This design comes from an exercise in tuning for small area, a short achievable clock period and few clock cycles per item on the open sky130 flow, not from production work.
RTL that was checked went through simulation tests only; none was proved equivalent to the original.
For runs 1 to 3, only the layout was checked, not whether the RTL still works.

==> flow/design.v (outline; a module is shown in full before it is edited, if it fits) <==
// module fmul_pipe: 225 lines
// module fmul_mul24: 1077 lines
module fmul_pipe (
    input  logic        clk,
    input  logic        rst,
    input  logic        in_valid,
    output logic        in_ready,
    input  logic [31:0] in_a,
    input  logic [31:0] in_b,
    input  logic [1:0]  in_rm,
    input  logic [3:0]  in_tag,
    output logic        out_valid,
    input  logic        out_ready,
    output logic [31:0] out_res,
    output logic [4:0]  out_flags,
    output logic [3:0]  out_tag
);
  // ...
==> flow/run.sh <==
#!/bin/bash
# synth_recipe.tcl (not shown) runs the flow's synth.tcl, then flattens the netlist and writes it again
# the make line also repeats each setting of config.mk as NAME=value (left out here)
make -C /OpenROAD-flow-scripts/flow DESIGN_CONFIG=/design/flow/config.mk WORK_HOME=/design/flow/orfs CLKGATE_MAP_FILE= SYNTH_SCRIPT=/design/flow/synth_recipe.tcl finish
==> flow/config.mk <==
export PLATFORM = sky130hd
export DESIGN_NAME = fmul_pipe
export DESIGN_NICKNAME = fmul_pipe
export VERILOG_FILES = /design/flow/design.v
export SDC_FILE = /design/flow/constraint.sdc
export NUM_CORES = 4
export LEC_CHECK = 0
export ABC_AREA = 1
export CAP_MARGIN = 20
export CORE_MARGIN = 2
export CORE_UTILIZATION = 40
export SLEW_MARGIN = 20
==> flow/constraint.sdc <==
create_clock -name core_clock -period 36.0 [get_ports {clk}]
set_input_delay 7.2000 -clock core_clock [delete_from_list [all_inputs] [get_ports {clk}]]
set_output_delay 7.2000 -clock core_clock [all_outputs]
set_load 0.01 [all_outputs]
==> results.yml, run 1 <==
sta:
  rsz0062_at_grt: "no"
  fin_crit_sh: 0.2975
  hold_ws_ns: 0.3860
  min_period_ns: 10.71
  worst_pin_slew_ns: 1.135
  fmax_mhz: 93.39
  slew_headroom: 0.2403
setup_path:
  rr_startpoint: "a0_q[30]$_DFFE_PN_"
  timing.reg2reg.worst_path_depth: 36
  path_depth: 36
  crit_required_ns: 36.29
  worstPathMaxFanout: 92
global_route:
  grt_util_met1: 0.3262
  antenna_found_initial: 0
logic_synthesis:
  yosys.area.top_type: "fa_1"
  synth_top_area_share: 0.1724
  ys_types: 67
  synth_area_leaders: "fa_1 17%, edfxtp_1 16%, xor2_1 9.6%, nand2_1 8.8%, inv_1 8.4%"
routing:
  first_pass_iters: 5
  vias: 25590
  drc: 0
clock_tree:
  insertion_delay_ns: 0.56
  cts_sinks: 203
  clk_pin_slew_worst_paths_ns: 0.06
  cts_resized: 0
  numCtsBuffers: 23
  postCtsSetupBuffers: 0
layout:
  fin_cells: 4706
  largest_class: "multi-input gates"
  clkCellAreaFrac: 0.02429
  final_cell_mix: "672 x nand2_1, 645 x inv_1, 315 x xor2_1"
  multi_input_area_share: 0.6259
  buffers: 173
floorplan:
  die_height_um: 272.3
  placeableCoreArea_um2: 71360
  ios: 117
placed_design:
  post-place-cells: 4664
worst_hold_path:
  hold-path-endpoint: "rm1_q[1]$_DFFE_PN_"
outcome:
  status: "complete, no violations"
==> module fmul_pipe, before the edit <==
module fmul_pipe (
    input  logic        clk,
    input  logic        rst,
    input  logic        in_valid,
    output logic        in_ready,
    input  logic [31:0] in_a,
    input  logic [31:0] in_b,
    input  logic [1:0]  in_rm,
    input  logic [3:0]  in_tag,
    output logic        out_valid,
    input  logic        out_ready,
    output logic [31:0] out_res,
    output logic [4:0]  out_flags,
    output logic [3:0]  out_tag
);
    logic v0_q, v1_q, ov_q, sv_q, rdy_q;
    logic en, out_free;
    assign en       = ~sv_q;
    assign out_free = ~ov_q | out_ready;
    assign in_ready = rdy_q;
    logic [31:0] a0_q, b0_q;
    logic [1:0]  rm0_q;
    logic [3:0]  tag0_q;
    always_ff @(posedge clk) begin
        if (en) begin
            a0_q   <= in_a;
            b0_q   <= in_b;
            rm0_q  <= in_rm;
            tag0_q <= in_tag;
        end
    end
    logic        sa, sb;
    logic [7:0]  ea, eb;
    logic [22:0] fa, fb;
    logic        a_sub, b_sub, a_fz, b_fz, a_emax, b_emax;
    logic [1:0]  kind_d;
    logic [23:0] mx, my, mxn;
    logic [4:0]  lz;
    logic [47:0] prod, pr0, pr1;
    logic signed [9:0] e_d;
    function automatic logic [4:0] lzc24(input logic [23:0] v);
        logic [31:0] w;
        logic [15:0] v1;
        logic [15:0] c1;
        logic [7:0]  v2;
        logic [15:0] c2;
        logic [3:0]  v3;
        logic [11:0] c3;
        logic [1:0]  v4;
        logic [7:0]  c4;
        logic [4:0]  c5;
        w = {v, 8'hFF};
        for (int i = 0; i < 16; i++) begin
            v1[i] = w[2*i+1] | w[2*i];
            c1[i] = ~w[2*i+1];
        end
        for (int i = 0; i < 8; i++) begin
            v2[i] = v1[2*i+1] | v1[2*i];
            c2[2*i +: 2] = v1[2*i+1] ? {1'b0, c1[2*i+1]} : {1'b1, c1[2*i]};
        end
        for (int i = 0; i < 4; i++) begin
            v3[i] = v2[2*i+1] | v2[2*i];
            c3[3*i +: 3] = v2[2*i+1] ? {1'b0, c2[2*(2*i+1) +: 2]} : {1'b1, c2[2*(2*i) +: 2]};
        end
        for (int i = 0; i < 2; i++) begin
            v4[i] = v3[2*i+1] | v3[2*i];
            c4[4*i +: 4] = v3[2*i+1] ? {1'b0, c3[3*(2*i+1) +: 3]} : {1'b1, c3[3*(2*i) +: 3]};
        end
        c5 = v4[1] ? {1'b0, c4[7:4]} : {1'b1, c4[3:0]};
        lzc24 = c5;
    endfunction
    always_comb begin
        {sa, ea, fa} = a0_q;
        {sb, eb, fb} = b0_q;
        a_sub  = (ea == 8'd0);
        b_sub  = (eb == 8'd0);
        a_fz   = (fa == 23'd0);
        b_fz   = (fb == 23'd0);
        a_emax = (ea == 8'hFF);
        b_emax = (eb == 8'hFF);
        if ((a_emax && !a_fz) || (b_emax && !b_fz) ||
            (a_emax && b_sub && b_fz) || (b_emax && a_sub && a_fz))
            kind_d = 2'd3;
        else if (a_emax || b_emax)
            kind_d = 2'd2;
        else if ((a_sub && a_fz) || (b_sub && b_fz))
            kind_d = 2'd1;
        else
            kind_d = 2'd0;
        mx  = a_sub ? {1'b0, fa} : {~b_sub, fb};
        my  = a_sub ? {1'b1 & ~b_sub, fb} : {1'b1, fa};
        lz  = lzc24(mx);
        mxn = mx << lz;
        prod = pr0 + pr1;
        e_d = $signed({2'b00, a_sub ? 8'd1 : ea}) + $signed({2'b00, b_sub ? 8'd1 : eb})
              - 10'sd127 - $signed({5'b00000, lz});
    end
    fmul_mul24 u_mul (.a(mxn), .b(my), .r0(pr0), .r1(pr1));
    logic [25:0] p1_q;
    logic        st1_q;
    logic signed [9:0] e1_q;
    logic        s1_q;
    logic [1:0]  kind1_q, rm1_q;
    logic [3:0]  tag1_q;
    always_ff @(posedge clk) begin
        if (en) begin
            p1_q    <= prod[47:22];
            st1_q   <= |prod[21:0];
            e1_q    <= e_d;
            s1_q    <= sa ^ sb;
            kind1_q <= kind_d;
            rm1_q   <= rm0_q;
            tag1_q  <= tag0_q;
        end
    end
    logic [24:0] x, xs;
    logic        s0, lost, tiny, g, rs, inc, inexact, ovf, to_inf;
    logic [23:0] mant;
    logic [24:0] mant_r;
    logic signed [9:0] en_e, sh, e_post;
    logic [31:0] res_d;
    logic [4:0]  flags_d;
    always_comb begin
        if (p1_q[25]) begin
            x    = p1_q[25:1];
            s0   = p1_q[0] | st1_q;
            en_e = e1_q + 10'sd1;
        end else begin
            x    = p1_q[24:0];
            s0   = st1_q;
            en_e = e1_q;
        end
        tiny = (en_e < 10'sd1);
        sh   = 10'sd1 - en_e;
        xs   = x;
        lost = 1'b0;
        if (tiny) begin
            if (sh >= 10'sd25) begin
                xs   = '0;
                lost = |x;
            end else begin
                xs   = x >> sh[4:0];
                lost = |(x & ~({25{1'b1}} << sh[4:0]));
            end
        end
        mant    = xs[24:1];
        g       = xs[0];
        rs      = s0 | lost;
        case (rm1_q)
            2'd0:    inc = g & (rs | mant[0]);
            2'd1:    inc = 1'b0;
            2'd2:    inc = ~s1_q & (g | rs);
            default: inc = s1_q & (g | rs);
        endcase
        mant_r  = {1'b0, mant} + 25'(inc);
        inexact = g | rs;
        if (tiny)
            e_post = {9'd0, mant_r[23]};
        else
            e_post = en_e + {9'd0, mant_r[24]};
        ovf    = (e_post >= 10'sd255);
        to_inf = (rm1_q == 2'd0) || (rm1_q == 2'd2 && !s1_q) || (rm1_q == 2'd3 && s1_q);
        case (kind1_q)
            2'd3: begin
                res_d   = 32'h7FC00000;
                flags_d = 5'b00100;
            end
            2'd2: begin
                res_d   = {s1_q, 8'hFF, 23'd0};
                flags_d = 5'b00000;
            end
            2'd1: begin
                res_d   = {s1_q, 31'd0};
                flags_d = 5'b00001;
            end
            default: begin
                if (ovf) begin
                    res_d   = to_inf ? {s1_q, 8'hFF, 23'd0} : {s1_q, 8'hFE, 23'h7FFFFF};
                    flags_d = 5'b10010;
                end else begin
                    res_d   = {s1_q, e_post[7:0], mant_r[22:0]};
                    flags_d = {1'b0, tiny & inexact, 1'b0, inexact, e_post[7:0] == 8'd0};
                end
            end
        endcase
    end
    logic [40:0] o_q, k_q;
    always_ff @(posedge clk) begin
        if (en)
            k_q <= {res_d, flags_d, tag1_q};
        if (out_free)
            o_q <= sv_q ? k_q : {res_d, flags_d, tag1_q};
    end
    always_ff @(posedge clk or posedge rst) begin
        if (rst)
            rdy_q <= 1'b1;
        else
            rdy_q <= out_free | ~(sv_q | v1_q);
    end
    always_ff @(posedge clk or posedge rst) begin
        if (rst) begin
            v0_q <= 1'b0;
            v1_q <= 1'b0;
            ov_q <= 1'b0;
            sv_q <= 1'b0;
        end else begin
            if (en) begin
                v0_q <= in_valid;
                v1_q <= v0_q;
            end
            if (sv_q) begin
                if (out_free) begin
                    ov_q <= 1'b1;
                    sv_q <= 1'b0;
                end
            end else if (out_free) begin
                ov_q <= v1_q;
            end else begin
                sv_q <= v1_q;
            end
        end
    end
    assign out_valid = ov_q;
    assign {out_res, out_flags, out_tag} = o_q;
endmodule
==> inputs of run 2 (changes only) <==
--- a/flow/design.v
+++ b/flow/design.v
@@ -29,15 +29,6 @@
             tag0_q <= in_tag;
         end
     end
-    logic        sa, sb;
-    logic [7:0]  ea, eb;
-    logic [22:0] fa, fb;
-    logic        a_sub, b_sub, a_fz, b_fz, a_emax, b_emax;
-    logic [1:0]  kind_d;
-    logic [23:0] mx, my, mxn;
-    logic [4:0]  lz;
-    logic [47:0] prod, pr0, pr1;
-    logic signed [9:0] e_d;
     function automatic logic [4:0] lzc24(input logic [23:0] v);
         logic [31:0] w;
         logic [15:0] v1;
@@ -48,7 +39,6 @@
         logic [11:0] c3;
         logic [1:0]  v4;
         logic [7:0]  c4;
-        logic [4:0]  c5;
         w = {v, 8'hFF};
         for (int i = 0; i < 16; i++) begin
             v1[i] = w[2*i+1] | w[2*i];
@@ -66,9 +56,29 @@
             v4[i] = v3[2*i+1] | v3[2*i];
             c4[4*i +: 4] = v3[2*i+1] ? {1'b0, c3[3*(2*i+1) +: 3]} : {1'b1, c3[3*(2*i) +: 3]};
         end
-        c5 = v4[1] ? {1'b0, c4[7:4]} : {1'b1, c4[3:0]};
-        lzc24 = c5;
+        lzc24 = v4[1] ? {1'b0, c4[7:4]} : {1'b1, c4[3:0]};
+    endfunction
+    function automatic logic [4:0] tzc24(input logic [23:0] v);
+        logic [23:0] r;
+        for (int i = 0; i < 24; i++)
+            r[i] = v[23-i];
+        tzc24 = lzc24(r);
     endfunction
+    logic        sa, sb;
+    logic [7:0]  ea, eb;
+    logic [22:0] fa, fb;
+    logic        a_sub, b_sub, a_fz, b_fz, a_emax, b_emax;
+    logic [1:0]  kind_d;
+    logic [23:0] ma, mb;
+    logic [47:0] pr0, pr1, prod;
+    logic [4:0]  lzx;
+    logic [5:0]  tzp;
+    logic signed [9:0] ex, sft, thr, tt, ebase_d;
+    logic [5:0]  t;
+    logic        stx_d;
+    logic [49:0] w32;
+    logic [40:0] w16;
+    logic [32:0] w8_d;
     always_comb begin
         {sa, ea, fa} = a0_q;
         {sb, eb, fb} = b0_q;
@@ -87,78 +97,88 @@
             kind_d = 2'd1;
         else
             kind_d = 2'd0;
-        mx  = a_sub ? {1'b0, fa} : {~b_sub, fb};
-        my  = a_sub ? {1'b1 & ~b_sub, fb} : {1'b1, fa};
-        lz  = lzc24(mx);
-        mxn = mx << lz;
+        ma = {~a_sub, fa};
+        mb = {~b_sub, fb};
+        lzx = a_sub ? lzc24(ma) : (b_sub ? lzc24(mb) : 5'd0);
+        tzp = {1'b0, tzc24(ma)} + {1'b0, tzc24(mb)};
+        ex  = $signed({2'b00, a_sub ? 8'd1 : ea}) + $signed({2'b00, b_sub ? 8'd1 : eb}) - 10'sd127;
+        if (ex < 10'sd0)
+            sft = ex;
+        else if (ex < $signed({5'd0, lzx}))
+            sft = ex;
+        else
+            sft = $signed({5'd0, lzx});
+        ebase_d = ex - $signed({5'd0, lzx});
+        thr   = 10'sd22 - sft;
+        stx_d = $signed({4'd0, tzp}) < thr;
+        tt = 10'sd24 - sft;
+        t  = (tt > 10'sd63) ? 6'd63 : tt[5:0];
         prod = pr0 + pr1;
-        e_d = $signed({2'b00, a_sub ? 8'd1 : ea}) + $signed({2'b00, b_sub ? 8'd1 : eb})
-              - 10'sd127 - $signed({5'b00000, lz});
+        w32  = t[5] ? {32'd0, prod[47:30]} : {prod, 2'b00};
+        w16  = t[4] ? {7'd0, w32[49:16]} : w32[40:0];
+        w8_d = t[3] ? w16[40:8] : w16[32:0];
     end
-    fmul_mul24 u_mul (.a(mxn), .b(my), .r0(pr0), .r1(pr1));
-    logic [25:0] p1_q;
-    logic        st1_q;
-    logic signed [9:0] e1_q;
+    fmul_mul24 u_mul (.a(ma), .b(mb), .r0(pr0), .r1(pr1));
+    logic [32:0] w8_q;
+    logic [2:0]  t1_q;
+    logic        stx1_q;
+    logic signed [9:0] eb1_q;
     logic        s1_q;
     logic [1:0]  kind1_q, rm1_q;
     logic [3:0]  tag1_q;
     always_ff @(posedge clk) begin
         if (en) begin
-            p1_q    <= prod[47:22];
-            st1_q   <= |prod[21:0];
-            e1_q    <= e_d;
+            w8_q    <= w8_d;
+            t1_q    <= t[2:0];
+            stx1_q  <= stx_d;
+            eb1_q   <= ebase_d;
             s1_q    <= sa ^ sb;
             kind1_q <= kind_d;
             rm1_q   <= rm0_q;
             tag1_q  <= tag0_q;
         end
     end
-    logic [24:0] x, xs;
-    logic        s0, lost, tiny, g, rs, inc, inexact, ovf, to_inf;
+    logic [28:0] w4;
+    logic [26:0] w2;
+    logic [25:0] w;
+    logic        nrm, tiny, g, st, inc, inexact, ovf, to_inf, cy;
     logic [23:0] mant;
     logic [24:0] mant_r;
-    logic signed [9:0] en_e, sh, e_post;
+    logic [9:0]  e_pre, e_pre1;
+    logic [7:0]  e_out;
     logic [31:0] res_d;
     logic [4:0]  flags_d;
     always_comb begin
-        if (p1_q[25]) begin
-            x    = p1_q[25:1];
-            s0   = p1_q[0] | st1_q;
-            en_e = e1_q + 10'sd1;
+        w4 = t1_q[2] ? w8_q[32:4] : w8_q[28:0];
+        w2 = t1_q[1] ? w4[28:2] : w4[26:0];
+        w  = t1_q[0] ? w2[26:1] : w2[25:0];
+        nrm  = (eb1_q > 10'sd0) && !w[25];
+        tiny = (eb1_q < 10'sd0) || (eb1_q == 10'sd0 && !w[25]);
+        if (nrm) begin
+            mant = w[24:1];
+            g    = w[0];
+            st   = stx1_q;
         end else begin
-            x    = p1_q[24:0];
-            s0   = st1_q;
-            en_e = e1_q;
-        end
-        tiny = (en_e < 10'sd1);
-        sh   = 10'sd1 - en_e;
-        xs   = x;
-        lost = 1'b0;
-        if (tiny) begin
-            if (sh >= 10'sd25) begin
-                xs   = '0;
-                lost = |x;
-            end else begin
-                xs   = x >> sh[4:0];
-                lost = |(x & ~({25{1'b1}} << sh[4:0]));
-            end
+            mant = w[25:2];
+            g    = w[1];
+            st   = w[0] | stx1_q;
         end
-        mant    = xs[24:1];
-        g       = xs[0];
-        rs      = s0 | lost;
         case (rm1_q)
-            2'd0:    inc = g & (rs | mant[0]);
+            2'd0:    inc = g & (st | mant[0]);
             2'd1:    inc = 1'b0;
-            2'd2:    inc = ~s1_q & (g | rs);
-            default: inc = s1_q & (g | rs);
+            2'd2:    inc = ~s1_q & (g | st);
+            default: inc = s1_q & (g | st);
         endcase
         mant_r  = {1'b0, mant} + 25'(inc);
-        inexact = g | rs;
+        inexact = g | st;
+        cy      = mant_r[24];
+        e_pre  = eb1_q + {9'd0, w[25]};
+        e_pre1 = e_pre + 10'd1;
         if (tiny)
-            e_post = {9'd0, mant_r[23]};
+            e_out = {7'd0, mant_r[23]};
         else
-            e_post = en_e + {9'd0, mant_r[24]};
-        ovf    = (e_post >= 10'sd255);
+            e_out = cy ? e_pre1[7:0] : e_pre[7:0];
+        ovf    = !tiny && (((e_pre >= 10'd255) || (cy && e_pre == 10'd254)));
         to_inf = (rm1_q == 2'd0) || (rm1_q == 2'd2 && !s1_q) || (rm1_q == 2'd3 && s1_q);
         case (kind1_q)
             2'd3: begin
@@ -178,8 +198,8 @@
                     res_d   = to_inf ? {s1_q, 8'hFF, 23'd0} : {s1_q, 8'hFE, 23'h7FFFFF};
                     flags_d = 5'b10010;
                 end else begin
-                    res_d   = {s1_q, e_post[7:0], mant_r[22:0]};
-                    flags_d = {1'b0, tiny & inexact, 1'b0, inexact, e_post[7:0] == 8'd0};
+                    res_d   = {s1_q, e_out, mant_r[22:0]};
+                    flags_d = {1'b0, tiny & inexact, 1'b0, inexact, e_out == 8'd0};
                 end
             end
         endcase
--- a/flow/config.mk
+++ b/flow/config.mk
@@ -5,7 +5,6 @@
 export SDC_FILE = /design/flow/constraint.sdc
 export NUM_CORES = 4
 export LEC_CHECK = 0
-export ABC_AREA = 1
 export CAP_MARGIN = 20
 export CORE_MARGIN = 2
 export CORE_UTILIZATION = 40
==> run 2 against run 1 <==
Still clean; synthesized cell count rose by 23%; non-clock buffer count grew 38; wire length increased by 32%; sequential share of layout area is 1.9 points lower; first-iteration DRC count grew 34%; register-to-register slack better by 1.3 ns; cell area grew 18%; hold slack gained 0.034 ns; highest routed layer is now met5; via count increased by 30%.
==> results.yml, run 2 <==
floorplan:
  core.rowCount: 107
  die_w_um: 297.4
  ios: 117
  die_height_um: 297.4
  die-area_um2: 88440
  initial_core_util: 0.4037
  placeableCoreArea_um2: 85280
sta:
  fin_crit_sh: 0.2614
  setup_violations: 0
  rsz0062_at_grt: "no"
  fmax_mhz: 106.3
  worst_pin_slew_ns: 1.134
  maxSlewViolCount: 0
  skew_ns: 0.02765
  min_period_ns: 9.412
  hold_ws_ns: 0.4203
  slew_headroom: 0.2433
  finalSetupTns_ns: 0
  final_hold_viol_count: 0
layout:
  layout-drive-gt1-share: 0.05712
  reg_top3: "k_q: 41 flops, o_q: 41 flops, w8_q: 33 flops"
  fin_cells: 5538
  final_common_cell: "nand2_1"
  num-fill-cells: 8624
  stdcell_area_um2: 36880
  num_antenna_cells: 0
  syn2layout_area_growth_pct: 7.112
  layout.nets: 4821
  final_cell_mix: "609 x nand2_1, 490 x o21ai_0, 408 x nor2_1"
setup_path:
  crit_slowest_cell: "edfxtp_1"
  worst_setup_path_end_kind: "flop"
  cp_common_cell: "fa_1"
  max_stage_delay_ns: 1.02
  worstPathMaxFanout: 51
  cp-start-kind: "flop"
  cp_num_buf_inv: 6
  crit_type: "flop to flop"
  cp_data_arrival_time_ns: 9.82
  crit_required_ns: 36.41
  r2r_slack_ns: 26.59
  cp_top_family: "adder cells"
clock_tree:
  clk_path_buf_depth: 3
  cts-root-buf: "clkbuf_16"
  holdBufCountCts: 0
  tritoncts: "done"
  numCtsBuffers: 28
  clk_pin_slew_worst_paths_ns: 0.06
  postCtsSetupBuffers: 0
  htree_levels: 1
  insertion_delay_ns: 0.59
  cts_resized: 0
  cts_sinks: 213
logic_synthesis:
  ys.flop_type: "edfxtp_1"
  synth.most_common_cell: "nand2_1"
  synth_edf_count: 167
  ys_types: 107
  yosysSeqAreaShare: 0.1732
  synth_top_family_by_area: "compound AO/OA/AOI/OAI gates"
  syn-cell-area_um2: 34430
  synthTopCellsByCount: "610 x nand2_1, 490 x o21ai_0, 411 x nor2_1"
  synth.area.mux_share: 0.04077
  synth-adder-area-share: 0.2215
  syn_nets: 5051
  ys_async_sr_fraction: 0.02347
  netlist_instances: 4602
  yosysWarnings: 1
  synth_compound_area_frac: 0.2654
  synth_seq_cells: 213
  syn_area_per_cell_um2: 7.482
  synth_top_area_share: 0.1457
  yosys.area.top_type: "edfxtp_1"
  synth-xor-area-share: 0.03020
  synth_area_leaders: "edfxtp_1 15%, fa_1 14%, o21ai_0 7.1%, nand2_1 6.7%, a21oi_1 5.4%"
  synth-simple-area-share: 0.1780
global_route:
  first_global_vias: 30590
  antenna_found_initial: 1
  grt.overflow.total: 0
  track_usage: 0.2709
  grt_max_degree: 151
  grt_pass1_wl_um: 188400
routing:
  routed_wl_um: 122900
  drt_iter0_drc: 3377
  vias: 33280
  drc: 0
  wire_per_inst_um: 22.19
  first_pass_iters: 8
  drtAntennaViolNets: 0
  drt-vias-per-instance: 6.009
placed_design:
  place_area_um2: 35910
  post-place-cells: 5486
  place_hpwl_um: 88150
  place_congestion: 0.9858
  portBuffers: 116
job:
  cap_violations: 0
outcome:
  status: "complete, no violations"
worst_hold_path:
  min_path_type: "flop to flop"
==> run 2: final timing paths <==
| path | startpoint | to | cells after the start |
|---|---|---|---|
| max reg2reg | b0_q[7]$_DFFE_PN_ | w8_q[1]$_DFFE_PN_ | 28 |
| max in group asynchronous | rst | rdy_q$_DFF_PP1_ | 2 |
| min in group asynchronous | rst | v0_q$_DFFE_PP0N_ | 2 |
| min reg2reg | tag0_q[0]$_DFFE_PN_ | tag1_q[0]$_DFFE_PN_ | 0 |
| max | b0_q[7]$_DFFE_PN_ | w8_q[1]$_DFFE_PN_ | 28 |
| min | tag0_q[0]$_DFFE_PN_ | tag1_q[0]$_DFFE_PN_ | 0 |
==> run 2: area by class of cell <==
| class | instances | area (um2) | area share |
|---|---|---|---|
| repair buffers | 211 | 1887 | 0.05116 |
| inverters | 339 | 1277 | 0.03464 |
| clock buffers | 33 | 782.0 | 0.02120 |
| flip-flops and latches | 213 | 5963 | 0.1617 |
| multi-input cells | 3579 | 25360 | 0.6875 |
| well taps | 1144 | 1431 | 0.03881 |
| clock inverters | 19 | 182.7 | 0.004953 |
==> run 2: worst register-to-register path: cells and delay by family (launching register included) <==
family | cells | cell delay, ns
simple gates | 4 | 0.87
fa+ha+maj | 6 | 2.95
compound gates | 12 | 2.56
flops | 1 | 1.02
buf+inv | 6 | 1.81
==> run 2: kinds of logic after synthesis <==
family	after synthesis
buf+inv	810
xor+xnor	117
fa+ha+maj	483
mux	103
flops	213
simple gates	1394
compound gates	1482
==> run 2: routing by layer <==
layer  routed length, um  vias up  global-route usage
li1                    -    15720                   -
met2               55160     1520              0.4351
met1               51050    15760              0.3622
met3               10700      274             0.04075
met5                  30        -                   0
met4                5933        2              0.1171
==> run 2: through the flow <==
step / utilization / worst slack [ns]
after CTS: 0.4324 / 26.84
after detailed placement: 0.4211 / 26.88
after floorplan: - / 27.33
final: 0.4324 / 26.59
after global routing: 0.4324 / 25.83
after global placement: 0.4211 / 27.02
==> inputs of run 3 (changes only) <==
--- a/flow/config.mk
+++ b/flow/config.mk
@@ -5,7 +5,8 @@
 export SDC_FILE = /design/flow/constraint.sdc
 export NUM_CORES = 4
 export LEC_CHECK = 0
+export ABC_AREA = 1
 export CAP_MARGIN = 20
 export CORE_MARGIN = 2
-export CORE_UTILIZATION = 40
+export CORE_UTILIZATION = 65
 export SLEW_MARGIN = 20
==> run 3 against run 2 <==
Still clean; critical path depth decreased by 27; non-clock buffer count decreased by 49; count of clock-buffer cells in the layout decreased by 2; wire length decreased by 26%; fmax increased by 7.0%; critical endpoint is now in_ready.
==> results.yml, run 3 <==
outcome:
  status: "complete, no violations"
clock_tree:
  htree_levels: 1
  holdBufCountCts: 0
  cts-root-buf: "clkbuf_16"
  insertion_delay_ns: 0.54
  cts_resized: 0
  cts_sinks: 213
  clk_path_buf_depth: 3
  numCtsBuffers: 24
  postCtsSetupBuffers: 0
  tritoncts: "done"
  clk_pin_slew_worst_paths_ns: 0.06
sta:
  min_period_ns: 8.792
  maxSlewViolCount: 0
  slew_headroom: 0.2164
  rsz0062_at_grt: "no"
  worst_pin_slew_ns: 1.174
  hold_ws_ns: 0.4279
  setup_slack_ns: 27.21
  setup_violations: 0
  fin_crit_sh: 0.2442
  final_hold_viol_count: 0
  skew_ns: 0.02284
  finalSetupTns_ns: 0
  fmax_mhz: 113.7
floorplan:
  die_w_um: 210.1
  die-area_um2: 44160
  ios: 117
  core.rowCount: 75
  die_height_um: 210.1
  initial_core_util: 0.6585
  placeableCoreArea_um2: 41950
logic_synthesis:
  syn_nets: 3953
  synth_edf_count: 167
  ys_async_sr_fraction: 0.02347
  ys.flop_type: "edfxtp_1"
  synth.area.mux_share: 0.002899
  synth-xor-area-share: 0.1227
  yosys.area.top_type: "edfxtp_1"
  netlist_instances: 3504
  synth_top_family_by_area: "adder cells"
  syn-cell-area_um2: 27620
  synth-simple-area-share: 0.1709
  synth_seq_cells: 213
  yosysSeqAreaShare: 0.2159
  synthTopCellsByCount: "621 x nand2_1, 526 x inv_1, 346 x xor2_1"
  synth_top_area_share: 0.1816
  synth_compound_area_frac: 0.1407
  synth_area_leaders: "edfxtp_1 18%, fa_1 18%, xor2_1 11%, nand2_1 8.4%, inv_1 7.1%"
  synth-adder-area-share: 0.2370
  yosysWarnings: 1
  ys_types: 67
  synth.most_common_cell: "nand2_1"
  syn_area_per_cell_um2: 7.882
setup_path:
  crit_type: "flop to output pin"
  worstPathMaxFanout: 1
  crit_required_ns: 28.80
  crit_slowest_cell: "clkdlybuf4s50_1"
  worst_setup_path_end_kind: "output pin"
  cp_top_family: "buffers and inverters"
  crit_chain: "clkdlybuf4s50_1"
  cp_num_buf_inv: 1
  cp_data_arrival_time_ns: 1.59
  cp-start-kind: "flop"
  max_stage_delay_ns: 0.53
job:
  cap_violations: 0
global_route:
  grt_max_degree: 86
  first_global_vias: 25810
  grt.overflow.total: 0
  grt_pass1_wl_um: 140100
  antenna_found_initial: 1
  track_usage: 0.4094
layout:
  fin_cells: 4046
  final_cell_mix: "621 x nand2_1, 525 x inv_1, 346 x xor2_1"
  layout.nets: 3937
  reg_top3: "k_q: 41 flops, o_q: 41 flops, w8_q: 33 flops"
  syn2layout_area_growth_pct: 7.483
  layout-drive-gt1-share: 0.05220
  num-fill-cells: 3355
  final_common_cell: "nand2_1"
routing:
  routed_wl_um: 90470
  drt-vias-per-instance: 6.389
  drt_iter0_drc: 3673
  first_pass_iters: 12
  wire_per_inst_um: 22.36
  vias: 25850
  drtAntennaViolNets: 0
  drc: 0
worst_hold_path:
  min_path_type: "flop to flop"
placed_design:
  portBuffers: 116
  place_hpwl_um: 64300
  pre_cts_ws_ns: 27.39
  post-place-cells: 4001
  place_congestion: 0.9781
run 3: final cells by class:
cell class,instances,area [um2],share of cell area
Multi-Input combinational cell,2521,18630,0.6275
Sequential cell,213,5962,0.2008
Inverter,566,2145,0.07224
Timing Repair Buffer,162,1506,0.05074
Tap cell,539,674.4,0.02272
Clock buffer,31,636.9,0.02145
Clock inverter,13,131.4,0.004425
Antenna cell,1,2.502,0.00008429
run 3: final timing paths:
path	from	endpoint	slack, ns	depth (start not counted)
worst max-delay path	rdy_q$_DFF_PP1_	in_ready	27.21	1
worst min-delay path	tag0_q[0]$_DFFE_PN_	tag1_q[0]$_DFFE_PN_	0.43	0
worst max register to register	b0_q[3]$_DFFE_PN_	w8_q[4]$_DFFE_PN_	27.80	30
worst min register to register	tag0_q[0]$_DFFE_PN_	tag1_q[0]$_DFFE_PN_	0.43	0
max in group asynchronous	rst	rdy_q$_DFF_PP1_	28.91	2
min in group asynchronous	rst	ov_q$_DFFE_PP0N_	6.86	2
run 3: logic make-up (layout without fill, tap and decap cells):
logic type               Yosys count  after routing
AO/OA/AOI/OAI                    653            653
XOR/XNOR                         383            383
adder cells (fa/ha/maj)          375            375
buffers and inverters            770            772
flip-flops                       213            213
multiplexers                       8              8
other                              0              1
AND/OR/NAND/NOR                 1102           1102
run 3: metrics by stage:
step / util / area, um2
floorplan: - / 27620
global placement: 0.6894 / 28920
detailed placement: 0.6894 / 28920
CTS: 0.7077 / 29680
global route: 0.7077 / 29680
finish: 0.7077 / 29690
run 3: metal layers:
metal	GRT usage	up-vias	part of all wire
met1	0.5163	12070	0.37
met3	0.1310	565	0.14
met4	0.2145	4	0.067
met2	0.6301	1848	0.43
li1	-	11360	-
met5	0.01891	-	0.0012
==> inputs of run 4 (changes only) <==
--- a/flow/design.v
+++ b/flow/design.v
@@ -113,12 +113,12 @@
         stx_d = $signed({4'd0, tzp}) < thr;
         tt = 10'sd24 - sft;
         t  = (tt > 10'sd63) ? 6'd63 : tt[5:0];
-        prod = pr0 + pr1;
         w32  = t[5] ? {32'd0, prod[47:30]} : {prod, 2'b00};
         w16  = t[4] ? {7'd0, w32[49:16]} : w32[40:0];
         w8_d = t[3] ? w16[40:8] : w16[32:0];
     end
     fmul_mul24 u_mul (.a(ma), .b(mb), .r0(pr0), .r1(pr1));
+    fmul_add48 u_add (.a(pr0), .b(pr1), .y(prod));
     logic [32:0] w8_q;
     logic [2:0]  t1_q;
     logic        stx1_q;
@@ -211,12 +211,8 @@
         if (out_free)
             o_q <= sv_q ? k_q : {res_d, flags_d, tag1_q};
     end
-    always_ff @(posedge clk or posedge rst) begin
-        if (rst)
-            rdy_q <= 1'b1;
-        else
-            rdy_q <= out_free | ~(sv_q | v1_q);
-    end
+    always_ff @(posedge clk)
+        rdy_q <= out_free | ~(sv_q | v1_q);
     always_ff @(posedge clk or posedge rst) begin
         if (rst) begin
             v0_q <= 1'b0;
@@ -1320,3 +1316,324 @@
     assign r0[47] = c296;
     assign r1[47] = s297;
 endmodule
+module fmul_add48 (
+    input  logic [47:0] a,
+    input  logic [47:0] b,
+    output logic [47:0] y
+);
+    logic [47:0] p0, g0;
+    assign p0 = a ^ b;
+    assign g0 = a & b;
+    logic gg0, pp0;
+    assign gg0 = g0[1] | (p0[1] & g0[0]);
+    assign pp0 = p0[1] & p0[0];
+    logic gg1, pp1;
+    assign gg1 = g0[3] | (p0[3] & g0[2]);
+    assign pp1 = p0[3] & p0[2];
+    logic gg2, pp2;
+    assign gg2 = g0[5] | (p0[5] & g0[4]);
+    assign pp2 = p0[5] & p0[4];
+    logic gg3, pp3;
+    assign gg3 = g0[7] | (p0[7] & g0[6]);
+    assign pp3 = p0[7] & p0[6];
+    logic gg4, pp4;
+    assign gg4 = g0[9] | (p0[9] & g0[8]);
+    assign pp4 = p0[9] & p0[8];
+    logic gg5, pp5;
+    assign gg5 = g0[11] | (p0[11] & g0[10]);
+    assign pp5 = p0[11] & p0[10];
+    logic gg6, pp6;
+    assign gg6 = g0[13] | (p0[13] & g0[12]);
+    assign pp6 = p0[13] & p0[12];
+    logic gg7, pp7;
+    assign gg7 = g0[15] | (p0[15] & g0[14]);
+    assign pp7 = p0[15] & p0[14];
+    logic gg8, pp8;
+    assign gg8 = g0[17] | (p0[17] & g0[16]);
+    assign pp8 = p0[17] & p0[16];
+    logic gg9, pp9;
+    assign gg9 = g0[19] | (p0[19] & g0[18]);
+    assign pp9 = p0[19] & p0[18];
+    logic gg10, pp10;
+    assign gg10 = g0[21] | (p0[21] & g0[20]);
+    assign pp10 = p0[21] & p0[20];
+    logic gg11, pp11;
+    assign gg11 = g0[23] | (p0[23] & g0[22]);
+    assign pp11 = p0[23] & p0[22];
+    logic gg12, pp12;
+    assign gg12 = g0[25] | (p0[25] & g0[24]);
+    assign pp12 = p0[25] & p0[24];
+    logic gg13, pp13;
+    assign gg13 = g0[27] | (p0[27] & g0[26]);
+    assign pp13 = p0[27] & p0[26];
+    logic gg14, pp14;
+    assign gg14 = g0[29] | (p0[29] & g0[28]);
+    assign pp14 = p0[29] & p0[28];
+    logic gg15, pp15;
+    assign gg15 = g0[31] | (p0[31] & g0[30]);
+    assign pp15 = p0[31] & p0[30];
+    logic gg16, pp16;
+    assign gg16 = g0[33] | (p0[33] & g0[32]);
+    assign pp16 = p0[33] & p0[32];
+    logic gg17, pp17;
+    assign gg17 = g0[35] | (p0[35] & g0[34]);
+    assign pp17 = p0[35] & p0[34];
+    logic gg18, pp18;
+    assign gg18 = g0[37] | (p0[37] & g0[36]);
+    assign pp18 = p0[37] & p0[36];
+    logic gg19, pp19;
+    assign gg19 = g0[39] | (p0[39] & g0[38]);
+    assign pp19 = p0[39] & p0[38];
+    logic gg20, pp20;
+    assign gg20 = g0[41] | (p0[41] & g0[40]);
+    assign pp20 = p0[41] & p0[40];
+    logic gg21, pp21;
+    assign gg21 = g0[43] | (p0[43] & g0[42]);
+    assign pp21 = p0[43] & p0[42];
+    logic gg22, pp22;
+    assign gg22 = g0[45] | (p0[45] & g0[44]);
+    assign pp22 = p0[45] & p0[44];
+    logic gg23, pp23;
+    assign gg23 = g0[47] | (p0[47] & g0[46]);
+    assign pp23 = p0[47] & p0[46];
+    logic gg24, pp24;
+    assign gg24 = gg1 | (pp1 & gg0);
+    assign pp24 = pp1 & pp0;
+    logic gg25, pp25;
+    assign gg25 = gg3 | (pp3 & gg2);
+    assign pp25 = pp3 & pp2;
+    logic gg26, pp26;
+    assign gg26 = gg5 | (pp5 & gg4);
+    assign pp26 = pp5 & pp4;
+    logic gg27, pp27;
+    assign gg27 = gg7 | (pp7 & gg6);
+    assign pp27 = pp7 & pp6;
+    logic gg28, pp28;
+    assign gg28 = gg9 | (pp9 & gg8);
+    assign pp28 = pp9 & pp8;
+    logic gg29, pp29;
+    assign gg29 = gg11 | (pp11 & gg10);
+    assign pp29 = pp11 & pp10;
+    logic gg30, pp30;
+    assign gg30 = gg13 | (pp13 & gg12);
+    assign pp30 = pp13 & pp12;
+    logic gg31, pp31;
+    assign gg31 = gg15 | (pp15 & gg14);
+    assign pp31 = pp15 & pp14;
+    logic gg32, pp32;
+    assign gg32 = gg17 | (pp17 & gg16);
+    assign pp32 = pp17 & pp16;
+    logic gg33, pp33;
+    assign gg33 = gg19 | (pp19 & gg18);
+    assign pp33 = pp19 & pp18;
+    logic gg34, pp34;
+    assign gg34 = gg21 | (pp21 & gg20);
+    assign pp34 = pp21 & pp20;
+    logic gg35, pp35;
+    assign gg35 = gg23 | (pp23 & gg22);
+    assign pp35 = pp23 & pp22;
+    logic gg36, pp36;
+    assign gg36 = gg25 | (pp25 & gg24);
+    assign pp36 = pp25 & pp24;
+    logic gg37, pp37;
+    assign gg37 = gg27 | (pp27 & gg26);
+    assign pp37 = pp27 & pp26;
+    logic gg38, pp38;
+    assign gg38 = gg29 | (pp29 & gg28);
+    assign pp38 = pp29 & pp28;
+    logic gg39, pp39;
+    assign gg39 = gg31 | (pp31 & gg30);
+    assign pp39 = pp31 & pp30;
+    logic gg40, pp40;
+    assign gg40 = gg33 | (pp33 & gg32);
+    assign pp40 = pp33 & pp32;
+    logic gg41, pp41;
+    assign gg41 = gg35 | (pp35 & gg34);
+    assign pp41 = pp35 & pp34;
+    logic gg42, pp42;
+    assign gg42 = gg37 | (pp37 & gg36);
+    assign pp42 = pp37 & pp36;
+    logic gg43, pp43;
+    assign gg43 = gg39 | (pp39 & gg38);
+    assign pp43 = pp39 & pp38;
+    logic gg44, pp44;
+    assign gg44 = gg41 | (pp41 & gg40);
+    assign pp44 = pp41 & pp40;
+    logic gg45, pp45;
+    assign gg45 = gg43 | (pp43 & gg42);
+    assign pp45 = pp43 & pp42;
+    logic gg46, pp46;
+    assign gg46 = gg44 | (pp44 & gg45);
+    assign pp46 = pp44 & pp45;
+    logic gg47, pp47;
+    assign gg47 = gg38 | (pp38 & gg42);
+    assign pp47 = pp38 & pp42;
+    logic gg48, pp48;
+    assign gg48 = gg40 | (pp40 & gg45);
+    assign pp48 = pp40 & pp45;
+    logic gg49, pp49;
+    assign gg49 = gg26 | (pp26 & gg36);
+    assign pp49 = pp26 & pp36;
+    logic gg50, pp50;
+    assign gg50 = gg28 | (pp28 & gg42);
+    assign pp50 = pp28 & pp42;
+    logic gg51, pp51;
+    assign gg51 = gg30 | (pp30 & gg47);
+    assign pp51 = pp30 & pp47;
+    logic gg52, pp52;
+    assign gg52 = gg32 | (pp32 & gg45);
+    assign pp52 = pp32 & pp45;
+    logic gg53, pp53;
+    assign gg53 = gg34 | (pp34 & gg48);
+    assign pp53 = pp34 & pp48;
+    logic gg54, pp54;
+    assign gg54 = gg2 | (pp2 & gg24);
+    assign pp54 = pp2 & pp24;
+    logic gg55, pp55;
+    assign gg55 = gg4 | (pp4 & gg36);
+    assign pp55 = pp4 & pp36;
+    logic gg56, pp56;
+    assign gg56 = gg6 | (pp6 & gg49);
+    assign pp56 = pp6 & pp49;
+    logic gg57, pp57;
+    assign gg57 = gg8 | (pp8 & gg42);
+    assign pp57 = pp8 & pp42;
+    logic gg58, pp58;
+    assign gg58 = gg10 | (pp10 & gg50);
+    assign pp58 = pp10 & pp50;
+    logic gg59, pp59;
+    assign gg59 = gg12 | (pp12 & gg47);
+    assign pp59 = pp12 & pp47;
+    logic gg60, pp60;
+    assign gg60 = gg14 | (pp14 & gg51);
+    assign pp60 = pp14 & pp51;
+    logic gg61, pp61;
+    assign gg61 = gg16 | (pp16 & gg45);
+    assign pp61 = pp16 & pp45;
+    logic gg62, pp62;
+    assign gg62 = gg18 | (pp18 & gg52);
+    assign pp62 = pp18 & pp52;
+    logic gg63, pp63;
+    assign gg63 = gg20 | (pp20 & gg48);
+    assign pp63 = pp20 & pp48;
+    logic gg64, pp64;
+    assign gg64 = gg22 | (pp22 & gg53);
+    assign pp64 = pp22 & pp53;
+    logic gg65, pp65;
+    assign gg65 = g0[2] | (p0[2] & gg0);
+    assign pp65 = p0[2] & pp0;
+    logic gg66, pp66;
+    assign gg66 = g0[4] | (p0[4] & gg24);
+    assign pp66 = p0[4] & pp24;
+    logic gg67, pp67;
+    assign gg67 = g0[6] | (p0[6] & gg54);
+    assign pp67 = p0[6] & pp54;
+    logic gg68, pp68;
+    assign gg68 = g0[8] | (p0[8] & gg36);
+    assign pp68 = p0[8] & pp36;
+    logic gg69, pp69;
+    assign gg69 = g0[10] | (p0[10] & gg55);
+    assign pp69 = p0[10] & pp55;
+    logic gg70, pp70;
+    assign gg70 = g0[12] | (p0[12] & gg49);
+    assign pp70 = p0[12] & pp49;
+    logic gg71, pp71;
+    assign gg71 = g0[14] | (p0[14] & gg56);
+    assign pp71 = p0[14] & pp56;
+    logic gg72, pp72;
+    assign gg72 = g0[16] | (p0[16] & gg42);
+    assign pp72 = p0[16] & pp42;
+    logic gg73, pp73;
+    assign gg73 = g0[18] | (p0[18] & gg57);
+    assign pp73 = p0[18] & pp57;
+    logic gg74, pp74;
+    assign gg74 = g0[20] | (p0[20] & gg50);
+    assign pp74 = p0[20] & pp50;
+    logic gg75, pp75;
+    assign gg75 = g0[22] | (p0[22] & gg58);
+    assign pp75 = p0[22] & pp58;
+    logic gg76, pp76;
+    assign gg76 = g0[24] | (p0[24] & gg47);
+    assign pp76 = p0[24] & pp47;
+    logic gg77, pp77;
+    assign gg77 = g0[26] | (p0[26] & gg59);
+    assign pp77 = p0[26] & pp59;
+    logic gg78, pp78;
+    assign gg78 = g0[28] | (p0[28] & gg51);
+    assign pp78 = p0[28] & pp51;
+    logic gg79, pp79;
+    assign gg79 = g0[30] | (p0[30] & gg60);
+    assign pp79 = p0[30] & pp60;
+    logic gg80, pp80;
+    assign gg80 = g0[32] | (p0[32] & gg45);
+    assign pp80 = p0[32] & pp45;
+    logic gg81, pp81;
+    assign gg81 = g0[34] | (p0[34] & gg61);
+    assign pp81 = p0[34] & pp61;
+    logic gg82, pp82;
+    assign gg82 = g0[36] | (p0[36] & gg52);
+    assign pp82 = p0[36] & pp52;
+    logic gg83, pp83;
+    assign gg83 = g0[38] | (p0[38] & gg62);
+    assign pp83 = p0[38] & pp62;
+    logic gg84, pp84;
+    assign gg84 = g0[40] | (p0[40] & gg48);
+    assign pp84 = p0[40] & pp48;
+    logic gg85, pp85;
+    assign gg85 = g0[42] | (p0[42] & gg63);
+    assign pp85 = p0[42] & pp63;
+    logic gg86, pp86;
+    assign gg86 = g0[44] | (p0[44] & gg53);
+    assign pp86 = p0[44] & pp53;
+    logic gg87, pp87;
+    assign gg87 = g0[46] | (p0[46] & gg64);
+    assign pp87 = p0[46] & pp64;
+    assign y[0] = p0[0];
+    assign y[1] = p0[1] ^ g0[0];
+    assign y[2] = p0[2] ^ gg0;
+    assign y[3] = p0[3] ^ gg65;
+    assign y[4] = p0[4] ^ gg24;
+    assign y[5] = p0[5] ^ gg66;
+    assign y[6] = p0[6] ^ gg54;
+    assign y[7] = p0[7] ^ gg67;
+    assign y[8] = p0[8] ^ gg36;
+    assign y[9] = p0[9] ^ gg68;
+    assign y[10] = p0[10] ^ gg55;
+    assign y[11] = p0[11] ^ gg69;
+    assign y[12] = p0[12] ^ gg49;
+    assign y[13] = p0[13] ^ gg70;
+    assign y[14] = p0[14] ^ gg56;
+    assign y[15] = p0[15] ^ gg71;
+    assign y[16] = p0[16] ^ gg42;
+    assign y[17] = p0[17] ^ gg72;
+    assign y[18] = p0[18] ^ gg57;
+    assign y[19] = p0[19] ^ gg73;
+    assign y[20] = p0[20] ^ gg50;
+    assign y[21] = p0[21] ^ gg74;
+    assign y[22] = p0[22] ^ gg58;
+    assign y[23] = p0[23] ^ gg75;
+    assign y[24] = p0[24] ^ gg47;
+    assign y[25] = p0[25] ^ gg76;
+    assign y[26] = p0[26] ^ gg59;
+    assign y[27] = p0[27] ^ gg77;
+    assign y[28] = p0[28] ^ gg51;
+    assign y[29] = p0[29] ^ gg78;
+    assign y[30] = p0[30] ^ gg60;
+    assign y[31] = p0[31] ^ gg79;
+    assign y[32] = p0[32] ^ gg45;
+    assign y[33] = p0[33] ^ gg80;
+    assign y[34] = p0[34] ^ gg61;
+    assign y[35] = p0[35] ^ gg81;
+    assign y[36] = p0[36] ^ gg52;
+    assign y[37] = p0[37] ^ gg82;
+    assign y[38] = p0[38] ^ gg62;
+    assign y[39] = p0[39] ^ gg83;
+    assign y[40] = p0[40] ^ gg48;
+    assign y[41] = p0[41] ^ gg84;
+    assign y[42] = p0[42] ^ gg63;
+    assign y[43] = p0[43] ^ gg85;
+    assign y[44] = p0[44] ^ gg53;
+    assign y[45] = p0[45] ^ gg86;
+    assign y[46] = p0[46] ^ gg64;
+    assign y[47] = p0[47] ^ gg87;
+endmodule
==> flow/flow/run.sh (new file) <==
#!/bin/bash
# Own layout flow: the standard ORFS flow (standard.sh, unchanged synthesis), with
#  - the ports buffered by a plain buffer instead of ORFS's default pick, a delay buffer;
set -euo pipefail
cd "$(dirname "$0")/.."
MARGIN=$(cat flow/margin.txt)
export BUFFER_PORTS_ARGS="-buffer_cell sky130_fd_sc_hd__buf_2"
export SETUP_SLACK_MARGIN=$MARGIN
bash standard.sh SETUP_SLACK_MARGIN=$MARGIN finish > flow_make.log 2>&1
==> flow/flow/margin.txt (new file) <==
27.8
==> flow/standard.sh (new file) <==
#!/bin/bash
# synth_recipe.tcl (not shown) runs the flow's synth.tcl, then flattens the netlist and writes it again
# the make line also repeats each setting of config.mk as NAME=value (left out here)
make -C /OpenROAD-flow-scripts/flow DESIGN_CONFIG=/design/flow/config.mk WORK_HOME=/design/flow/orfs CLKGATE_MAP_FILE= SYNTH_SCRIPT=/design/flow/synth_recipe.tcl "${@:-finish}"
removed: flow/run.sh
==> run 4 against run 3 <==
Critical endpoint is now out_res[16]; cell area decreased by 3.4%; synthesized cell count decreased by 6.2%; hold slack got worse by 0.0075 ns; clock skew increased by 0.032 ns.
==> results.yml, run 4 <==
outcome:
  status: "complete, no violations"
logic_synthesis:
  synth.area.mux_share: 0.004861
  ys.flop_type: "edfxtp_1"
  syn_nets: 3758
  synth_top_family_by_area: "adder cells"
  ys_async_sr_fraction: 0.01878
  synth_compound_area_frac: 0.1281
  netlist_instances: 3286
  syn_area_per_cell_um2: 8.146
  yosysSeqAreaShare: 0.2225
  yosysWarnings: 1
  synth_edf_count: 167
  ys_types: 56
  synthTopCellsByCount: "527 x nand2_1, 510 x inv_1, 328 x xor2_1"
  synth_top_area_share: 0.2019
  syn-cell-area_um2: 26770
  synth_area_leaders: "fa_1 20%, edfxtp_1 19%, xor2_1 11%, nand2_1 7.4%, inv_1 7.2%"
  synth-xor-area-share: 0.1174
  synth-simple-area-share: 0.1572
  synth-adder-area-share: 0.2618
  yosys.area.top_type: "fa_1"
  synth.most_common_cell: "nand2_1"
  synth_seq_cells: 213
global_route:
  first_global_vias: 24220
  antenna_found_initial: 3
  grt_max_degree: 77
  track_usage: 0.4135
  grt_pass1_wl_um: 134000
  grt.overflow.total: 0
setup_path:
  max_stage_delay_ns: 0.40
  crit_type: "flop to output pin"
  worst_setup_path_end_kind: "output pin"
  cp_top_family: "flip-flops"
  crit_slowest_cell: "edfxtp_1"
  cp_num_buf_inv: 1
  crit_chain: "buf_2"
  worstPathMaxFanout: 1
  crit_required_ns: 28.80
  cp_data_arrival_time_ns: 1.13
  cp-start-kind: "flop"
sta:
  skew_ns: 0.05492
  maxSlewViolCount: 0
  setup_violations: 0
  rsz0062_at_grt: "yes"
  setup_slack_ns: 27.67
  fin_crit_sh: 0.2315
  min_period_ns: 8.334
  hold_ws_ns: 0.4204
  final_hold_viol_count: 0
  fmax_mhz: 120.0
  finalSetupTns_ns: 0
  worst_pin_slew_ns: 1.159
  slew_headroom: 0.2262
clock_tree:
  clk_pin_slew_worst_paths_ns: 0.06
  tritoncts: "done"
  numCtsBuffers: 23
  htree_levels: 1
  cts-root-buf: "clkbuf_16"
  cts_sinks: 213
  holdBufCountCts: 0
  insertion_delay_ns: 0.59
  clk_path_buf_depth: 3
routing:
  drt-vias-per-instance: 6.341
  first_pass_iters: 8
  drt_iter0_drc: 2844
  drtAntennaViolNets: 0
  drc: 0
  wire_per_inst_um: 23.18
  routed_wl_um: 89350
  vias: 24440
placed_design:
  portBuffers: 116
  pre_cts_ws_ns: 27.30
  place_congestion: 1.036
  post-place-cells: 3788
  place_hpwl_um: 61870
job:
  cap_violations: 0
floorplan:
  die_height_um: 206.9
  ios: 117
  placeableCoreArea_um2: 40740
  core.rowCount: 74
  die_w_um: 206.9
  die-area_um2: 42820
  initial_core_util: 0.6570
layout:
  num_antenna_cells: 0
  reg_top3: "k_q: 41 flops, o_q: 41 flops, w8_q: 33 flops"
  final_cell_mix: "524 x nand2_1, 500 x inv_1, 328 x xor2_1"
  syn2layout_area_growth_pct: 7.161
  layout.nets: 3777
  layout-drive-gt1-share: 0.09512
  final_common_cell: "nand2_1"
  fin_cells: 3854
worst_hold_path:
  min_path_type: "flop to flop"
## run 4: changes by cell type in the layout (fill, tap and decap cells not counted), sizes merged, moves of 10 or more
cell,delta
nand4,+13
nand3,+14
nor3,-13
a21oi,-45
a31oi,-10
nor2,-21
clkdlybuf4s50,-116
inv,-36
o21a,-10
clkinvlp,+16
buf,+140
nand2,-105
fa,+23
xor2,-20
## run 4: final cells by class
cell class	instances	area (um2)
clock inverters	14	136.4
repair buffers	189	1195
flip-flops and latches	213	5957
fillers	3328	12060
multi-input cells	2329	17970
clock buffers	28	635.6
inverters	543	2086
repair inverters	6	40.04
well taps	532	665.6
## run 4: logic make-up after synthesis
kind of cell,count (synthesis)
AOI/OAI and AO/OA,571
xor gates and xnor gates,358
adders and majority gates,398
buffers and inverters,744
DFF,213
muxes,13
and+or+nand+nor,989
## run 4: stage by stage
step / instance area (um2) / util
2_1_floorplan: 26780 / -
3_3_place_gp: 27600 / 0.6775
3_5_place_dp: 27600 / 0.6775
4_1_cts: 28430 / 0.6979
5_1_grt: 28680 / 0.7041
6_report: 28680 / 0.7041
## run 4: timing repair
action | 4_1_cts | 5_1_grt
setup endpoints to repair | 75 | 77
cloned | 1 | 5
setup buffers | 6 | 12
resized for setup | 3 | 36
## run 4: worst paths after layout
path | from | endpoint | slack, ns | cells past startpoint
max | o_q[25]$_DFFE_PN_ | out_res[16] | 27.67 | 1
min | tag0_q[2]$_DFFE_PN_ | tag1_q[2]$_DFFE_PN_ | 0.42 | 0
max reg2reg | b0_q[17]$_DFFE_PN_ | w8_q[1]$_DFFE_PN_ | 28.16 | 33
min reg2reg | tag0_q[2]$_DFFE_PN_ | tag1_q[2]$_DFFE_PN_ | 0.42 | 0
max in group asynchronous | rst | sv_q$_DFF_PP0_ | 29.31 | 2
min in group asynchronous | rst | ov_q$_DFFE_PP0N_ | 6.53 | 2
## run 4: routing by layer
layer	track usage	vias up	wire [um]
li1	-	10700	-
met1	0.5070	11460	32160
met2	0.6408	1737	38610
met3	0.1317	531	11710
met4	0.2467	4	6845
met5	0	-	27
Testbench counts of run 4, summed over its fixed seeds: cycles 32,024, items 32,000.
==> inputs of run 5 (changes only) <==
--- a/flow/design.v
+++ b/flow/design.v
@@ -211,8 +211,12 @@
         if (out_free)
             o_q <= sv_q ? k_q : {res_d, flags_d, tag1_q};
     end
-    always_ff @(posedge clk)
-        rdy_q <= out_free | ~(sv_q | v1_q);
+    always_ff @(posedge clk or posedge rst) begin
+        if (rst)
+            rdy_q <= 1'b1;
+        else
+            rdy_q <= out_free | ~(sv_q | v1_q);
+    end
     always_ff @(posedge clk or posedge rst) begin
         if (rst) begin
             v0_q <= 1'b0;
==> flow/run.sh (new file) <==
#!/bin/bash
# synth_recipe.tcl (not shown) runs the flow's synth.tcl, then flattens the netlist and writes it again
# the make line also repeats each setting of config.mk as NAME=value (left out here)
make -C /OpenROAD-flow-scripts/flow DESIGN_CONFIG=/design/flow/config.mk WORK_HOME=/design/flow/orfs CLKGATE_MAP_FILE= SYNTH_SCRIPT=/design/flow/synth_recipe.tcl finish
removed: flow/flow/run.sh
removed: flow/flow/margin.txt
removed: flow/standard.sh
==> run 5 against run 4 <==
Critical path depth unchanged; wire length shrank 6.1%; largest cell class unchanged; first-iteration DRC count is 8.1% lower; clock skew is 0.016 ns lower; global-route usage is 2.7 points lower.
==> results.yml, run 5 <==
layout:
  syn2layout_area_growth_pct: 8.156
  ff_latch_area_um2: 5962
  num_antenna_cells: 0
  post-route-util: 0.7132
  final_cell_mix: "573 x nand2_1, 514 x inv_1, 328 x xor2_1"
  layout-drive-gt1-share: 0.05169
  final_common_cell: "nand2_1"
  num-fill-cells: 3256
  reg_top3: "k_q: 41 flops, o_q: 41 flops, w8_q: 33 flops"
  layout.nets: 3801
  multi_input_area_um2: 18080
routing:
  drt-vias-per-instance: 6.185
  drc: 0
  wire_per_inst_um: 21.63
  first_pass_iters: 8
  vias: 23990
  drt_iter0_drc: 2614
  drtAntennaViolNets: 0
  routed_wl_um: 83880
floorplan:
  die_w_um: 207.8
  initial_core_util: 0.6594
  ios: 117
  die-area_um2: 43160
  core.rowCount: 74
  placeableCoreArea_um2: 40920
  die_height_um: 207.8
logic_synthesis:
  yosysWarnings: 1
  ys_async_sr_fraction: 0.02347
  syn_area_per_cell_um2: 8.111
  yosysSeqAreaShare: 0.2209
  synth.area.mux_share: 0.005564
  synthTopCellsByCount: "573 x nand2_1, 515 x inv_1, 328 x xor2_1"
  syn-cell-area_um2: 26980
  ys.flop_type: "edfxtp_1"
  synth_seq_cells: 213
  synth_edf_count: 167
  synth_top_family_by_area: "adder cells"
  synth.most_common_cell: "nand2_1"
  ys_types: 55
  synth-xor-area-share: 0.1162
  synth_top_area_share: 0.2003
  yosys.area.top_type: "fa_1"
  synth_compound_area_frac: 0.1270
  netlist_instances: 3327
  synth_area_leaders: "fa_1 20%, edfxtp_1 19%, xor2_1 11%, nand2_1 8.0%, inv_1 7.2%"
  syn_nets: 3799
  synth-adder-area-share: 0.2597
  synth-simple-area-share: 0.1615
setup_path:
  cp_data_arrival_time_ns: 1.57
  timing.rr.end: "w8_q[1]$_DFFE_PN_"
  critPathLaunch: "rdy_q$_DFF_PP1_"
  cp_top_family: "buffers and inverters"
  crit_required_ns: 28.80
  r2r_slack_ns: 27.38
  crit_type: "flop to output pin"
  endpoint: "in_ready"
  cp_num_buf_inv: 1
  crit_chain: "clkdlybuf4s50_1"
  timing.reg2reg.worst_path_depth: 36
  path_depth: 1
  crit_slowest_cell: "clkdlybuf4s50_1"
  worstPathMaxFanout: 1
  max_stage_delay_ns: 0.52
  cp-start-kind: "flop"
  worst_setup_path_end_kind: "output pin"
  rr_startpoint: "b0_q[3]$_DFFE_PN_"
clock_tree:
  htree_levels: 1
  numCtsBuffers: 24
  clk_path_buf_depth: 3
  tritoncts: "done"
  cts_sinks: 213
  insertion_delay_ns: 0.57
  holdBufCountCts: 0
  cts_resized: 0
  clk_pin_slew_worst_paths_ns: 0.06
  cts-root-buf: "clkbuf_16"
  postCtsSetupBuffers: 0
outcome:
  status: "complete, no violations"
global_route:
  antenna_found_initial: 5
  first_global_vias: 24620
  track_usage: 0.3865
  grt_pass1_wl_um: 131500
  grt.overflow.total: 0
  grt_max_degree: 70
sta:
  slew_headroom: 0.2444
  fmax_mhz: 114.0
  maxSlewViolCount: 0
  skew_ns: 0.03860
  rsz0062_at_grt: "no"
  setup_violations: 0
  finalSetupTns_ns: 0
  fin_crit_sh: 0.2436
  min_period_ns: 8.770
  final_hold_viol_count: 0
  worst_pin_slew_ns: 1.126
placed_design:
  portBuffers: 116
  place_congestion: 0.9644
  place_hpwl_um: 61860
job:
  cap_violations: 0
worst_hold_path:
  min_path_type: "flop to flop"
==> run 5: changes by cell type in the layout (fill, tap and decap cells not counted), moves of 8 or more <==
cell	change
inv_1	+14
nand4_1	-8
clkdlybuf4s50_1	+116
buf_2	-114
o21ai_1	-15
clkinvlp_4	-12
nand2_1	+49
buf_6	-8
==> run 5: worst min-delay path by stage <==
stage	endpoint	start	slack (ns)	cells after the start
after global placement	tag1_q[3]$_DFFE_PN_	tag0_q[3]$_DFFE_PN_	0.40	0
after CTS	tag1_q[0]$_DFFE_PN_	tag0_q[0]$_DFFE_PN_	0.42	0
after floorplan	rm1_q[0]$_DFFE_PN_	rm0_q[0]$_DFFE_PN_	0.40	0
after global routing	tag1_q[0]$_DFFE_PN_	tag0_q[0]$_DFFE_PN_	0.43	0
after detailed placement	tag1_q[0]$_DFFE_PN_	tag0_q[0]$_DFFE_PN_	0.41	0
final	tag1_q[0]$_DFFE_PN_	tag0_q[0]$_DFFE_PN_	0.42	0
==> run 5: final cells by class <==
class / count / area share
flip-flops and latches: 213 / 0.2043
clock buffers: 32 / 0.02306
well taps: 532 / 0.02281
clock inverters: 12 / 0.004459
inverters: 546 / 0.07048
repair buffers: 177 / 0.05547
multi-input cells: 2367 / 0.6194
==> run 5: kinds of logic (layout without fill, tap and decap cells) <==
kind of cell / count (synthesis) / after routing
AOI/OAI and AO/OA: 567 / 567
xor gates and xnor gates: 356 / 356
adders and majority gates: 398 / 398
buffers and inverters: 747 / 767
DFF: 213 / 213
muxes: 15 / 15
and+or+nand+nor: 1031 / 1031
==> run 5: metrics by stage <==
stage | std cells | worst slack (ns) | hold slack [ns] | instance area (um2)
after floorplan | 3327 | 27.54 | 0.4003 | 26980
after global placement | 3835 | 27.43 | 0.4027 | 28380
after detailed placement | 3835 | 27.41 | 0.4065 | 28380
after CTS | 3879 | 27.20 | 0.4227 | 29190
after global routing | 3879 | 26.88 | 0.4310 | 29190
final | 3879 | 27.23 | 0.4236 | 29190
==> run 5: metal layers <==
layer / routed length [um] / global-route usage / vias to the layer above
li1: - / - / 10780
met5: 23 / 0 / -
met3: 9944 / 0.1098 / 420
met4: 5042 / 0.1996 / 4
met1: 30760 / 0.4816 / 11270
met2: 38110 / 0.6157 / 1523
Testbench counts of run 5, summed over its fixed seeds: cycles 32,024, items 32,000.

==> re-timing with driven ports <==
How much do the figures lean on ideal ports? The routed layouts below were timed once more, with nothing changed but the port constraints.
Step 1: set_driving_cell puts a clkbuf_16 on clk and a buf_2 on each other input, an assumption about the parent block.
Step 2, shift: input delay + t, output delay - t, t = (earliest + latest rising clock arrival at the registers) / 2. This alone moves slack from input paths to output paths.
a / b / c = ideal ports / drivers / drivers and shift; a / b = the first two.
run	shift t [ns]	setup WS [ns]	worst setup path after step 2	slew at the worst register clock pin (ns)	worst data-port slew with drivers (ns)
run 1	0.587	25.292 / 25.292 / 25.292	register to register	0.07 / 0.07	0.08
run 2	0.646	26.588 / 26.588 / 26.588	register to register	0.08 / 0.08	0.06
run 3	0.593	27.208 / 27.147 / 27.374	input to register	0.06 / 0.06	0.06
run 4	0.623	27.666 / 27.606 / 27.127	input to register	0.09 / 0.09	0.05
run 5	0.607	27.230 / 27.170 / 27.381	register to register	0.06 / 0.06	0.06
After both steps setup and hold are still met in every run listed. The setup slack of run 4, which loses most, moves by -0.060 ns with the drivers and by -0.539 ns with both steps.
